What follows belongs to an exercise in optimizing a design on an open flow for a short achievable clock period and few clock cycles per item; a production flow would make more cautious choices.
The RTL was checked by simulation tests, not by an equivalence proof against the original design.
No activity file was given, so power comes from the tool's default toggle rates.

===== design/flow/config.mk =====
export PLATFORM = sky130hd
export DESIGN_NAME = freecell_top
export DESIGN_NICKNAME = freecell_top
export VERILOG_FILES = /design/flow/design.v
export SDC_FILE = /design/flow/constraint.sdc
export NUM_CORES = 4
export LEC_CHECK = 0
export CAP_MARGIN = 20
export CORE_MARGIN = 2
export CORE_UTILIZATION = 40
export SLEW_MARGIN = 20

===== design/flow/constraint.sdc =====
create_clock -name core_clock -period 10.0 [get_ports {clock}]
set_input_delay 2.0000 -clock core_clock [delete_from_list [all_inputs] [get_ports {clock}]]
set_output_delay 2.0000 -clock core_clock [all_outputs]
set_load 0.01 [all_outputs]

===== design/flow/design.v =====
package freecell_pkg;
    typedef logic [1:0] suit_t;
    localparam suit_t HEARTS   = 2'd0;
    localparam suit_t SPADES   = 2'd1;
    localparam suit_t CLUBS    = 2'd2;
    localparam suit_t DIAMONDS = 2'd3;
    typedef logic [3:0] rank_t;
    typedef struct packed {
        suit_t suit;
        rank_t rank;
    } card_t;
    typedef logic [3:0] loc_t;
    typedef logic [15:0] count_t;
    typedef logic [4:0]  depth_t;
    typedef logic [2:0]  cell_limit_t;
    localparam int NUM_COLS  = 8;
    localparam int COL_DEPTH = 20;
    localparam int NUM_CELLS = 4;
    localparam rank_t RANK_KING  = 4'd13;
    localparam card_t EMPTY_CARD = '0;
    function automatic logic is_red(input suit_t suit);
        is_red = (suit == HEARTS) || (suit == DIAMONDS);
    endfunction
    function automatic logic loc_is_col(input loc_t loc);
        loc_is_col = !loc[3];
    endfunction
    function automatic logic loc_is_cell(input loc_t loc);
        loc_is_cell = loc[3:2] == 2'b10;
    endfunction
    function automatic logic loc_is_home(input loc_t loc);
        loc_is_home = loc[3:2] == 2'b11;
    endfunction
    function automatic logic [2:0] loc_index(input loc_t loc);
        loc_index = loc[3] ? {1'b0, loc[1:0]} : loc[2:0];
    endfunction
endpackage
`timescale 1ns/1ps
module rule_regs (
    input  logic        clock,
    input  logic        arst_n,
    input  logic        cfg_write,
    input  logic [2:0]  cfg_cells,
    input  logic        cfg_empty_any,
    input  logic        move_done,
    input  logic        move_ok,
    output logic [2:0] cell_limit,
    output logic        empty_any,
    output logic [15:0]      accepted_count,
    output logic [15:0]      rejected_count
);
    freecell_pkg::cell_limit_t cells_clamped;
    always_comb begin
        if (cfg_cells == 3'd0)
            cells_clamped = 3'd1;
        else if (cfg_cells > 3'(freecell_pkg::NUM_CELLS))
            cells_clamped = 3'(freecell_pkg::NUM_CELLS);
        else
            cells_clamped = cfg_cells;
    end
    always_ff @(posedge clock or negedge arst_n) begin
        if (!arst_n) begin
            cell_limit <= 3'(freecell_pkg::NUM_CELLS);
            empty_any  <= 1'b1;
        end else if (cfg_write) begin
            cell_limit <= cells_clamped;
            empty_any  <= cfg_empty_any;
        end
    end
    always_ff @(posedge clock or negedge arst_n) begin
        if (!arst_n) begin
            accepted_count <= '0;
            rejected_count <= '0;
        end else if (move_done) begin
            if (move_ok)
                accepted_count <= accepted_count + 1'b1;
            else
                rejected_count <= rejected_count + 1'b1;
        end
    end
endmodule
`timescale 1ns/1ps
module tableau_store (
    input  logic        clock,
    input  logic        arst_n,
    input  logic [7:0]  col_push,
    input  logic [7:0]  col_pop,
    input  logic [5:0]  push_card,
    output logic [47:0] top,
    output logic [7:0]  full
);
    localparam int D = freecell_pkg::COL_DEPTH;
    logic [freecell_pkg::NUM_COLS*D*6-1:0] stack;
    always_comb begin
        for (int c = 0; c < freecell_pkg::NUM_COLS; c++) begin
            top[c*6 +: 6] = stack[(c*D)*6 +: 6];
            full[c] = stack[(c*D+D-1)*6 +: 4] != '0;
        end
    end
    always_ff @(posedge clock or negedge arst_n) begin
        if (!arst_n) begin
            stack <= '0;
        end else begin
            for (int c = 0; c < freecell_pkg::NUM_COLS; c++) begin
                if (col_push[c]) begin
                    stack[(c*D)*6 +: 6] <= push_card;
                    for (int i = 1; i < D; i++)
                        stack[(c*D+i)*6 +: 6] <= stack[(c*D+i-1)*6 +: 6];
                end else if (col_pop[c]) begin
                    for (int i = 0; i < D-1; i++)
                        stack[(c*D+i)*6 +: 6] <= stack[(c*D+i+1)*6 +: 6];
                    stack[(c*D+D-1)*6 +: 6] <= '0;
                end
            end
        end
    end
endmodule
`timescale 1ns/1ps
module cell_store (
    input  logic        clock,
    input  logic        arst_n,
    input  logic [3:0]  cell_write,
    input  logic [3:0]  cell_clear,
    input  logic [3:0]  home_inc,
    input  logic [5:0]  write_card,
    output logic [23:0] cell_card,
    output logic [23:0] home_card,
    output logic [15:0] home_rank,
    output logic        all_kings
);
    logic [23:0] cells;
    logic [15:0] hrank;
    always_comb begin
        all_kings = 1'b1;
        cell_card = cells;
        home_rank = hrank;
        for (int s = 0; s < 4; s++) begin
            home_card[s*6 +: 6] = (hrank[s*4 +: 4] != '0) ? {2'(s), hrank[s*4 +: 4]} : 6'd0;
            all_kings &= (hrank[s*4 +: 4] == freecell_pkg::RANK_KING);
        end
    end
    always_ff @(posedge clock or negedge arst_n) begin
        if (!arst_n) begin
            cells <= '0;
            hrank <= '0;
        end else begin
            for (int i = 0; i < freecell_pkg::NUM_CELLS; i++) begin
                if (cell_write[i])
                    cells[i*6 +: 6] <= write_card;
                else if (cell_clear[i])
                    cells[i*6 +: 6] <= '0;
            end
            for (int s = 0; s < 4; s++)
                if (home_inc[s])
                    hrank[s*4 +: 4] <= hrank[s*4 +: 4] + 4'd1;
        end
    end
endmodule
`timescale 1ns/1ps
module move_engine (
    input  logic        clock,
    input  logic        arst_n,
    input  logic        move_valid,
    input  logic [3:0]  move_src,
    input  logic [3:0]  move_dst,
    input  logic        deal_valid,
    input  logic [2:0]  deal_col,
    input  logic [5:0]  deal_card,
    input  logic [2:0]  cell_limit,
    input  logic        empty_any,
    input  logic [95:0] card,
    input  logic [7:0]  col_full,
    input  logic [15:0] home_rank,
    input  logic        all_kings,
    output logic [7:0]  col_push,
    output logic [7:0]  col_pop,
    output logic [5:0]  push_card,
    output logic [3:0]  cell_write,
    output logic [3:0]  cell_clear,
    output logic [3:0]  home_inc,
    output logic [5:0]  write_card,
    output logic        move_done,
    output logic        move_ok,
    output logic        win
);
    function automatic logic legal_fn(input logic [5:0] cs, input logic [5:0] cd,
                                      input logic [3:0] hr, input logic full_d,
                                      input int s, input int d,
                                      input logic [2:0] limit, input logic any);
        legal_fn = 1'b0;
        if (s != d && cs[3:0] != '0) begin
            if (d >= 12)
                legal_fn = (cs[5:4] == 2'(d - 12)) && (cs[3:0] == hr + 4'd1);
            else if (d >= 8)
                legal_fn = (cd[3:0] == '0) && (3'(d - 8) < limit);
            else if (cd[3:0] != '0)
                legal_fn = (freecell_pkg::is_red(cs[5:4]) != freecell_pkg::is_red(cd[5:4]))
                        && (cs[3:0] + 4'd1 == cd[3:0])
                        && !full_d;
            else
                legal_fn = any || (cs[3:0] == freecell_pkg::RANK_KING);
        end
    endfunction
    logic [191:0] tbl;     
    logic [15:0] src_oh;
    logic [15:0] dst_oh;
    logic [15:0] to_ok;      
    logic [11:0] from_ok;    
    logic [5:0]  src_card;
    logic        deal_q;
    logic [2:0]  deal_col_q;
    logic [5:0]  deal_card_q;
    always_comb begin
        for (int s = 0; s < 12; s++)
            for (int d = 0; d < 16; d++)
                tbl[s*16+d] = !all_kings && legal_fn(card[s*6 +: 6], card[d*6 +: 6], home_rank[(d%4)*4 +: 4],
                                                   col_full[d % 8], s, d, cell_limit, empty_any);
    end
    always_comb begin
        for (int l = 0; l < 16; l++) begin
            src_oh[l] = move_valid && (move_src == 4'(l));
            dst_oh[l] = move_dst == 4'(l);
        end
        for (int d = 0; d < 16; d++) begin
            to_ok[d] = 1'b0;
            for (int s = 0; s < 12; s++)
                to_ok[d] |= src_oh[s] && tbl[s*16+d];
            to_ok[d] &= dst_oh[d];
        end
        for (int s = 0; s < 12; s++) begin
            from_ok[s] = 1'b0;
            for (int d = 0; d < 16; d++)
                from_ok[s] |= dst_oh[d] && tbl[s*16+d];
            from_ok[s] &= src_oh[s];
        end
        src_card = '0;
        for (int s = 0; s < 12; s++)
            if (move_src == 4'(s))
                src_card = card[s*6 +: 6];
    end
    always_ff @(posedge clock or negedge arst_n) begin
        if (!arst_n)
            deal_q <= 1'b0;
        else
            deal_q <= deal_valid;
    end
    always_ff @(posedge clock) begin
        if (deal_valid) begin
            deal_col_q  <= deal_col;
            deal_card_q <= deal_card;
        end
    end
    always_comb begin
        for (int c = 0; c < 8; c++) begin
            col_push[c] = to_ok[c] || (deal_q && deal_col_q == 3'(c) && !col_full[c]);
            col_pop[c]  = from_ok[c];
        end
        for (int i = 0; i < 4; i++) begin
            cell_write[i] = to_ok[8 + i];
            cell_clear[i] = from_ok[8 + i];
            home_inc[i]   = to_ok[12 + i];
        end
    end
    assign push_card  = deal_q ? deal_card_q : src_card;
    assign write_card = src_card;
    always_ff @(posedge clock or negedge arst_n) begin
        if (!arst_n) begin
            move_done <= 1'b0;
            move_ok   <= 1'b0;
            win       <= 1'b0;
        end else begin
            move_done <= move_valid;
            move_ok   <= |to_ok;
            win       <= win || all_kings;
        end
    end
endmodule
`timescale 1ns/1ps
module freecell_top (
    input  logic       clock,
    input  logic       arst_n,
    input  logic       cfg_write,
    input  logic [2:0] cfg_cells,
    input  logic       cfg_empty_any,
    input  logic       deal_valid,
    input  logic [2:0] deal_col,
    input  logic [5:0]      deal_card,
    input  logic       move_valid,
    input  logic [3:0]       move_src,
    input  logic [3:0]       move_dst,
    input  logic [3:0]       view_loc,
    output logic       move_done,
    output logic       move_ok,
    output logic       win,
    output logic [5:0]      view_card,
    output logic [15:0]     accepted_count,
    output logic [15:0]     rejected_count
);
    freecell_pkg::cell_limit_t cell_limit;
    logic        empty_any;
    logic [7:0]  col_push, col_pop, col_full;
    logic [5:0]  push_card, write_card;
    logic [47:0] col_top;
    logic [3:0]  cell_write, cell_clear, home_inc;
    logic [23:0] cell_card;
    logic [23:0] home_card;
    logic [15:0] home_rank;
    logic        all_kings;
    logic [95:0] card;
    assign card = {home_card, cell_card, col_top};
    assign view_card = card[view_loc*6 +: 6];
    rule_regs u_rules (
        .clock, .arst_n, .cfg_write, .cfg_cells, .cfg_empty_any,
        .move_done, .move_ok, .cell_limit, .empty_any,
        .accepted_count, .rejected_count
    );
    move_engine u_engine (
        .clock, .arst_n, .move_valid, .move_src, .move_dst,
        .deal_valid, .deal_col, .deal_card, .cell_limit, .empty_any,
        .card, .col_full, .home_rank, .all_kings,
        .col_push, .col_pop, .push_card, .cell_write, .cell_clear, .home_inc,
        .write_card, .move_done, .move_ok, .win
    );
    tableau_store u_tableau (
        .clock, .arst_n, .col_push, .col_pop, .push_card,
        .top(col_top), .full(col_full)
    );
    cell_store u_cells (
        .clock, .arst_n, .cell_write, .cell_clear, .home_inc, .write_card,
        .cell_card, .home_card, .home_rank, .all_kings
    );
endmodule

===== design/flow/run.sh =====
#!/bin/bash
# synth_recipe.tcl (not shown) runs the flow's synth.tcl, then flattens the netlist and writes it again
# the make line also repeats each setting of config.mk as NAME=value (left out here)
make -C /OpenROAD-flow-scripts/flow DESIGN_CONFIG=/design/flow/config.mk WORK_HOME=/design/flow/orfs CLKGATE_MAP_FILE= SYNTH_SCRIPT=/design/flow/synth_recipe.tcl finish

==> out/metrics.csv, run 1 <==
metric,value,unit
peakVddDrop,0.000176,V
seqPwrFrac,35.3,%
path_max_fanout,103,
cts_resized,0,
rsz0062_at_grt,false,
hold_slack,0.469,ns
coreArea,0.158,mm²
synth_top_area_share,40.8,%
p_switching,8.75,mW
clkSinkCount,1049,
pwr-share-comb,43.2,%
synth_edf_count,9,
start_util,40.2,%
p_sw_share,41.1,%
totalWireLength,207000,µm
async_reset_ff_share,99.1,%
antenna_found_initial,18,
die_y,403,µm
clock-root-buffer,clkbuf_16,
p_int,12.5,mW
grt_util_all_layers,25.2,%
synth_seq_area_share,41.3,%
gp_congestion,1.05,
r2r-start,u_cells.hrank[8]$_DFFE_PN0P_,
port_buffers,70,
insertion_delay,0.78,ns
dr.pass1.iters,6,
end_kind,flop,
synth_commonest_cells,"dfrtp_1 (1038), nor2_1 (816), mux2i_1 (648)",
synth_most_common_cell,dfrtp_1,
syn-num-nets,6506,
start_kind,input pin,
synthFlopType,dfrtp_1,
finalSetupTns,0,ns
avgSynthCellArea,9.98,µm²
fillers,15063,
maxCapViolCount,0,
placed_cells,8172,
synth_cell_types,99,
num_rows,146,
cts_tree,yes,
power_frac_clock,21.5,%
cts_htree_levels,3,
power_leakage,31.6,nW
placed_cell_area,0.0660,mm²
grt_pass1_vias,46121,
grt.overflow.total,0,
power_density,303,mW/mm²
clockBufferDepth,3,
fin_area,0.0703,mm²
synthTopCellsByArea,"dfrtp_1 (41%), mux2i_1 (10%), mux2_2 (7.4%)",
boundaryPins,71,
fmax,148,MHz
min_period,6.74,ns
worst_pin_slew,1.21,ns
synth_top_cell_by_area,dfrtp_1,
viasPerCell,5.78,
drtAntennaViolNets,0,
rr_worst_depth,11,
cts_buffers,113,
crit_end,u_tableau.stack[541]$_DFFE_PN0P_,
fp.dieW,403,µm
cts_hold_buf,0,
netlist_area,0.0637,mm²
maxSlewViolCount,0,
outcome,finished clean,
cp_data_arrival_time,7.35,ns
hold_violations,0,
hpwl,142000,µm
wire_per_inst,24.7,µm
reg2reg_to,u_engine.move_ok$_DFF_PN0_,
drive_gt1_share,14.6,%
clock-skew-final,0.0583,ns
postCtsSetupRepairBufs,0,
startpoint,move_src[1],
relSlewSlack,19.4,%
min_period_over_period,67.4,%
fin_nets,6345,
die_area,0.162,mm²
ys_ff_latch,1049,
reg2reg_slack,3.64,ns
cp.required,10.61,ns
fin_cells,8392,
final_core_util,44.4,%
hp-class,flop to flop,
grt_pass1_wl,308000,µm
finalSetupViolCount,0,
area_growth,10.4,%
path_class,input pin to flop,
initialDrtViolationCount,5021,
synthCells,6378,
grt_start_max_net_pins,230,
yosysWarnings,4,
vias,48547,
drc,0,
clk_pin_slew_worst_paths,0.06,ns
worst max-delay path: stages:
cell	delay (ns)
clkdlybuf4s50_1	0.96
buf_4	0.28
nand2_1	0.21
nor3b_1	0.69
nand2_1	0.60
and4b_1	0.41
o41ai_1	0.09
a31oi_1	0.78
a41oi_4	0.35
buf_4	0.62
nor2_1	0.21
a21oi_1	0.06
power groups by stage:
stage                     sequential [mW]  combinational [mW]  clock (mW)
final                                7.50                9.19        4.57
after global routing                 7.75                9.78        4.89
after CTS                            7.49                8.99        4.72
after detailed placement             7.55                8.96           0
after global placement               7.50                8.82           0
after floorplan                      6.97                6.37           0
layer usage:
layer  track usage [%]  up-vias  part of all wire (%)
li1                  -    22100                     -
met1              35.0    24114                    44
met2              37.4     1764                    43
met3              5.35      551                   7.8
met4              11.8       18                   5.2
met5                 0        -                 0.054
cell usage in the layout (no fill, tap or decap), types with 114 or more instances in the layout:
cell type	synthesis	routed
xor2_1	215	215
mux2_2	417	417
buf_4	34	166
xnor2_1	381	381
nand3_1	131	131
mux2i_1	648	647
a31oi_1	162	160
nand2_1	365	363
nor2_1	816	815
clkbuf_16	0	114
a21oi_1	614	608
dfrtp_1	1038	1033
state kept, by name, summed over array words and instances (netlist names):
| register | count |
|---|---|
| u_rules.accepted_count | 16 |
| u_engine.win | 1 |
| u_tableau.stack | 960 |
| u_engine.move_done | 1 |
| u_engine.deal_col_q | 3 |
| u_rules.rejected_count | 16 |
| u_cells.cells | 24 |
| u_cells.hrank | 16 |
| u_engine.deal_card_q | 6 |
| u_rules.cell_limit | 3 |
| u_rules.empty_any | 1 |
| u_engine.deal_q | 1 |
| u_engine.move_ok | 1 |
layout make-up:
type                       instances  area (µm²)  share of cell area, %
inverter                          90         338                  0.481
timing repair buffer             251        2240                   3.19
tap                             2072        2590                   3.69
sequential                      1049       26300                   37.4
antenna                            5        12.5                 0.0178
multi-input combinational       4712       34600                   49.3
clock buffer                     162        3360                   4.79
clock inverter                    51         795                   1.13
how the worst min path moves through the flow:
stage | from | to | slack [ns] | depth (start not counted)
finish | u_rules.rejected_count[15]$_DFFE_PN0P_ | u_rules.rejected_count[15]$_DFFE_PN0P_ | 0.47 | 1
global route | u_rules.rejected_count[15]$_DFFE_PN0P_ | u_rules.rejected_count[15]$_DFFE_PN0P_ | 0.51 | 1
CTS | u_rules.rejected_count[15]$_DFFE_PN0P_ | u_rules.rejected_count[15]$_DFFE_PN0P_ | 0.48 | 1
detailed placement | u_rules.rejected_count[15]$_DFFE_PN0P_ | u_rules.rejected_count[15]$_DFFE_PN0P_ | 0.46 | 1
global placement | u_engine.win$_DFF_PN0_ | u_engine.win$_DFF_PN0_ | 0.46 | 1
floorplan | u_tableau.stack[358]$_DFFE_PN0P_ | u_tableau.stack[358]$_DFFE_PN0P_ | 0.46 | 2
per-stage QoR:
step / power [mW] / worst slack, ns
2_1_floorplan: 13.3 / 4.06
3_3_place_gp: 16.3 / 2.66
3_5_place_dp: 16.5 / 2.72
4_1_cts: 21.2 / 3.52
5_1_grt: 22.4 / 3.12
6_report: 21.3 / 3.26
logic make-up after synthesis:
logic type	Yosys count	share of synthesized area, %
adder cells (fa/ha/maj)	98	1.93
flip-flops	1049	41.3
AO/OA/AOI/OAI	1094	10.1
buffers and inverters	617	4.73
XOR/XNOR	665	10.6
multiplexers	1110	18.9
AND/OR/NAND/NOR	1745	12.4
Testbench counts, summed over its fixed seeds: cycles 8,032, moves 8,000.
==> run 2: changes to the inputs <==
--- a/design/flow/config.mk
+++ b/design/flow/config.mk
@@ -6,6 +6,10 @@
 export NUM_CORES = 4
 export LEC_CHECK = 0
+export ABC_CLOCK_PERIOD_IN_PS = 4000
 export CAP_MARGIN = 20
 export CORE_MARGIN = 2
-export CORE_UTILIZATION = 40
+export CORE_UTILIZATION = 50
+export GPL_TIMING_DRIVEN = 1
+export SETUP_SLACK_MARGIN = 5
 export SLEW_MARGIN = 20
+export TNS_END_PERCENT = 100
==> out/metrics.csv, run 2 <==
metric,value,unit
max_stage_delay,0.52,ns
wire_per_inst,26.2,µm
worst_pin_slew,1.26,ns
antenna_found_initial,17,
totalWireLength,209000,µm
finalSetupTns,0,ns
regMostFlops,u_tableau.stack,
seqPwrFrac,35.4,%
synth_cell_types,99,
synth_commonest_cells,"dfrtp_1 (1038), nor2_1 (816), mux2i_1 (648)",
grt_pass1_vias,46521,
cts_htree_levels,3,
drive_gt1_share,15.6,%
crit_chain,buf_12 -> buf_12 -> buf_6 -> mux4_2 -> mux4_2 -> buf_6,
power_density,297,mW/mm²
finalSetupViolCount,0,
netlist_area,0.0637,mm²
synth_top_cell_by_area,dfrtp_1,
fmax,182,MHz
synth_top_area_share,40.8,%
start_kind,input pin,
drtAntennaViolNets,0,
synthCells,6378,
grt.overflow.total,0,
coreArea,0.126,mm²
fillers,11093,
hpwl,137000,µm
synthTopCellsByArea,"dfrtp_1 (41%), mux2i_1 (10%), mux2_2 (7.4%)",
dr.pass1.iters,6,
cp.required,8.00,ns
gp_congestion,1.06,
clockBufferDepth,3,
rsz0062_at_grt,true,
min_period_over_period,55.0,%
grt_util_all_layers,31.5,%
reg_top3,"u_tableau.stack: 960 flops, u_cells.cells: 24 flops",
synth_seq_area_share,41.3,%
avgSynthCellArea,9.98,µm²
pwr-share-comb,44.5,%
power_frac_clock,20.1,%
largest_reg_flops,960,
syn-num-nets,6506,
start_util,50.5,%
seqCellArea,0.0263,mm²
initialDrtViolationCount,5576,
die_y,361,µm
peakVddDrop,0.000198,V
cp_data_arrival_time,3.50,ns
end_kind,output pin,
port_buffers,70,
drc,0,
fin_area,0.0704,mm²
area_growth,10.5,%
maxSlewViolCount,0,
outcome,finished clean,
p_sw_share,41.7,%
synth_most_common_cell,dfrtp_1,
maxCapViolCount,0,
insertion_delay,0.77,ns
p_int,12.2,mW
hp-class,flop to flop,
min_period,5.50,ns
hold_violations,0,
layout_common_cells,"dfrtp_1 (1034), nor2_1 (807), mux2i_1 (643)",
fp.dieW,361,µm
cts_hold_buf,0,
cts_buffers,113,
num_rows,130,
power,20.9,mW
die_area,0.130,mm²
grt_pass1_wl,310000,µm
synthFlopType,dfrtp_1,
clock-root-buffer,clkbuf_16,
fin_cells,7972,
boundaryPins,71,
multi_input_area,0.0350,mm²
clkSinkCount,1049,
viasPerCell,6.13,
ys_ff_latch,1049,
p_switching,8.73,mW
grt_start_max_net_pins,142,
cp_slowest_cell,mux4_2,
synth_edf_count,9,
placed_cells,7734,
cts_tree,yes,
clk_pin_slew_worst_paths,0.06,ns
path_class,input pin to output pin,
clock-skew-final,0.0598,ns
power_leakage,31.8,nW
placed_cell_area,0.0655,mm²
async_reset_ff_share,99.1,%
yosysWarnings,4,
fin_nets,6361,
vias,48904,
final_common_cell,dfrtp_1,
relSlewSlack,14.7,%
path_max_fanout,7,
==> run 2: cell types whose count changed in the layout (fill, tap and decap cells not counted), moves of 8 or more <==
cell             change
clkdlybuf4s50_1     -18
clkbuf_1             +9
bufinv_16           -12
buf_4               -23
nand2_2              +8
buf_6               +11
buf_16               +8
buf_12               +8
nor2_1               -8
nand2_1              -8
==> run 2: final cells by class <==
cell class / instances / share of cell area (%)
multi-input cells: 4714 / 49.7
flip-flops and latches: 1049 / 37.4
clock buffers: 166 / 4.73
repair buffers: 265 / 4.11
well taps: 1650 / 2.93
clock inverters: 34 / 0.603
inverters: 90 / 0.491
diodes: 4 / 0.0142
==> run 2: final timing paths <==
check / start / cells after the start / slack (ns) / endpoint
min in group asynchronous: arst_n / 1 / 1.27 / u_rules.accepted_count[9]$_DFFE_PN0P_
max reg2reg: u_cells.hrank[4]$_DFFE_PN0P_ / 13 / 5.03 / u_tableau.stack[955]$_DFFE_PN0P_
min: u_rules.rejected_count[15]$_DFFE_PN0P_ / 1 / 0.47 / u_rules.rejected_count[15]$_DFFE_PN0P_
max: view_loc[0] / 6 / 4.50 / view_card[2]
min reg2reg: u_rules.rejected_count[15]$_DFFE_PN0P_ / 1 / 0.47 / u_rules.rejected_count[15]$_DFFE_PN0P_
max in group asynchronous: arst_n / 3 / 6.64 / u_tableau.stack[86]$_DFFE_PN0P_
==> run 2: worst max-delay path: cells and delay by family <==
family                 cells  cell delay (ns)
buffers and inverters      4             0.49
muxes                      2             1.01
==> run 2: power groups by stage <==
stage               registers (mW)  clock network, mW  logic, mW
floorplan                     6.97                  0       6.37
global placement              7.40                  0       8.83
detailed placement            7.45                  0       8.96
CTS                           7.38               4.32       9.05
global route                  7.64               4.50       9.89
finish                        7.40               4.20       9.32
==> run 2: kinds of logic (layout without fill, tap and decap cells) <==
kind of cell	Yosys count	count (layout)	share of synthesized area, %
compound gates	1094	1094	10.1
other cells	0	4	0
buf+inv	617	555	4.73
simple gates	1745	1747	12.4
mux	1110	1110	18.9
xor+xnor	665	665	10.6
fa+ha+maj	98	98	1.93
flops	1049	1049	41.3
==> run 2: through the flow <==
stage               hold slack (ns)  setup slack [ns]  utilization (%)
floorplan                     0.459              4.75                -
CTS                           0.481              4.51             55.6
global placement              0.462              2.74             51.9
finish                        0.473              4.50             55.8
detailed placement            0.462              2.76             52.0
global route                  0.488              4.50             55.8
==> run 2: repair_timing <==
action,CTS,global route
pin swaps,7,4
setup endpoints to repair,999,667
gates resized for setup,148,49
gates cloned,14,6
setup buffers,11,3
==> run 2: metal layers <==
layer	vias up	wire length, µm	global-route usage (%)
met5	-	126	0
li1	22168	-	-
met2	1898	88100	45.8
met4	20	10700	13.4
met3	525	17500	7.45
met1	24293	92600	44.9

[separate check: timing with driven ports]
Ports are ideal in the flow. The routed layouts listed here were re-timed in OpenROAD.
Step 1: set_driving_cell puts a clkbuf_16 on clock and a buf_2 on each other input, an assumption about the parent block.
Step 2 moves the port delays by t, midway between the first and last clock arrival at a register: inputs arrive t later, outputs are due t later. That takes back most of the time a late clock gives input paths.
a / b / c = ideal ports / drivers / drivers and shift; a / b = the first two.
run	t, ns	setup WS [ns]	clock arrival spread, ns	worst register clock-pin slew, ns	pins driven straight from the clock port
run 1	0.830	3.256 / 3.302 / 2.472	0.059 / 0.059	0.07 / 0.07	1
run 2	0.825	4.503 / 4.427 / 4.058	0.060 / 0.059	0.08 / 0.08	1
After both steps setup and hold are still met in every run listed. The setup slack of run 1, which loses most, moves by +0.046 ns with the drivers and by -0.784 ns with both steps.
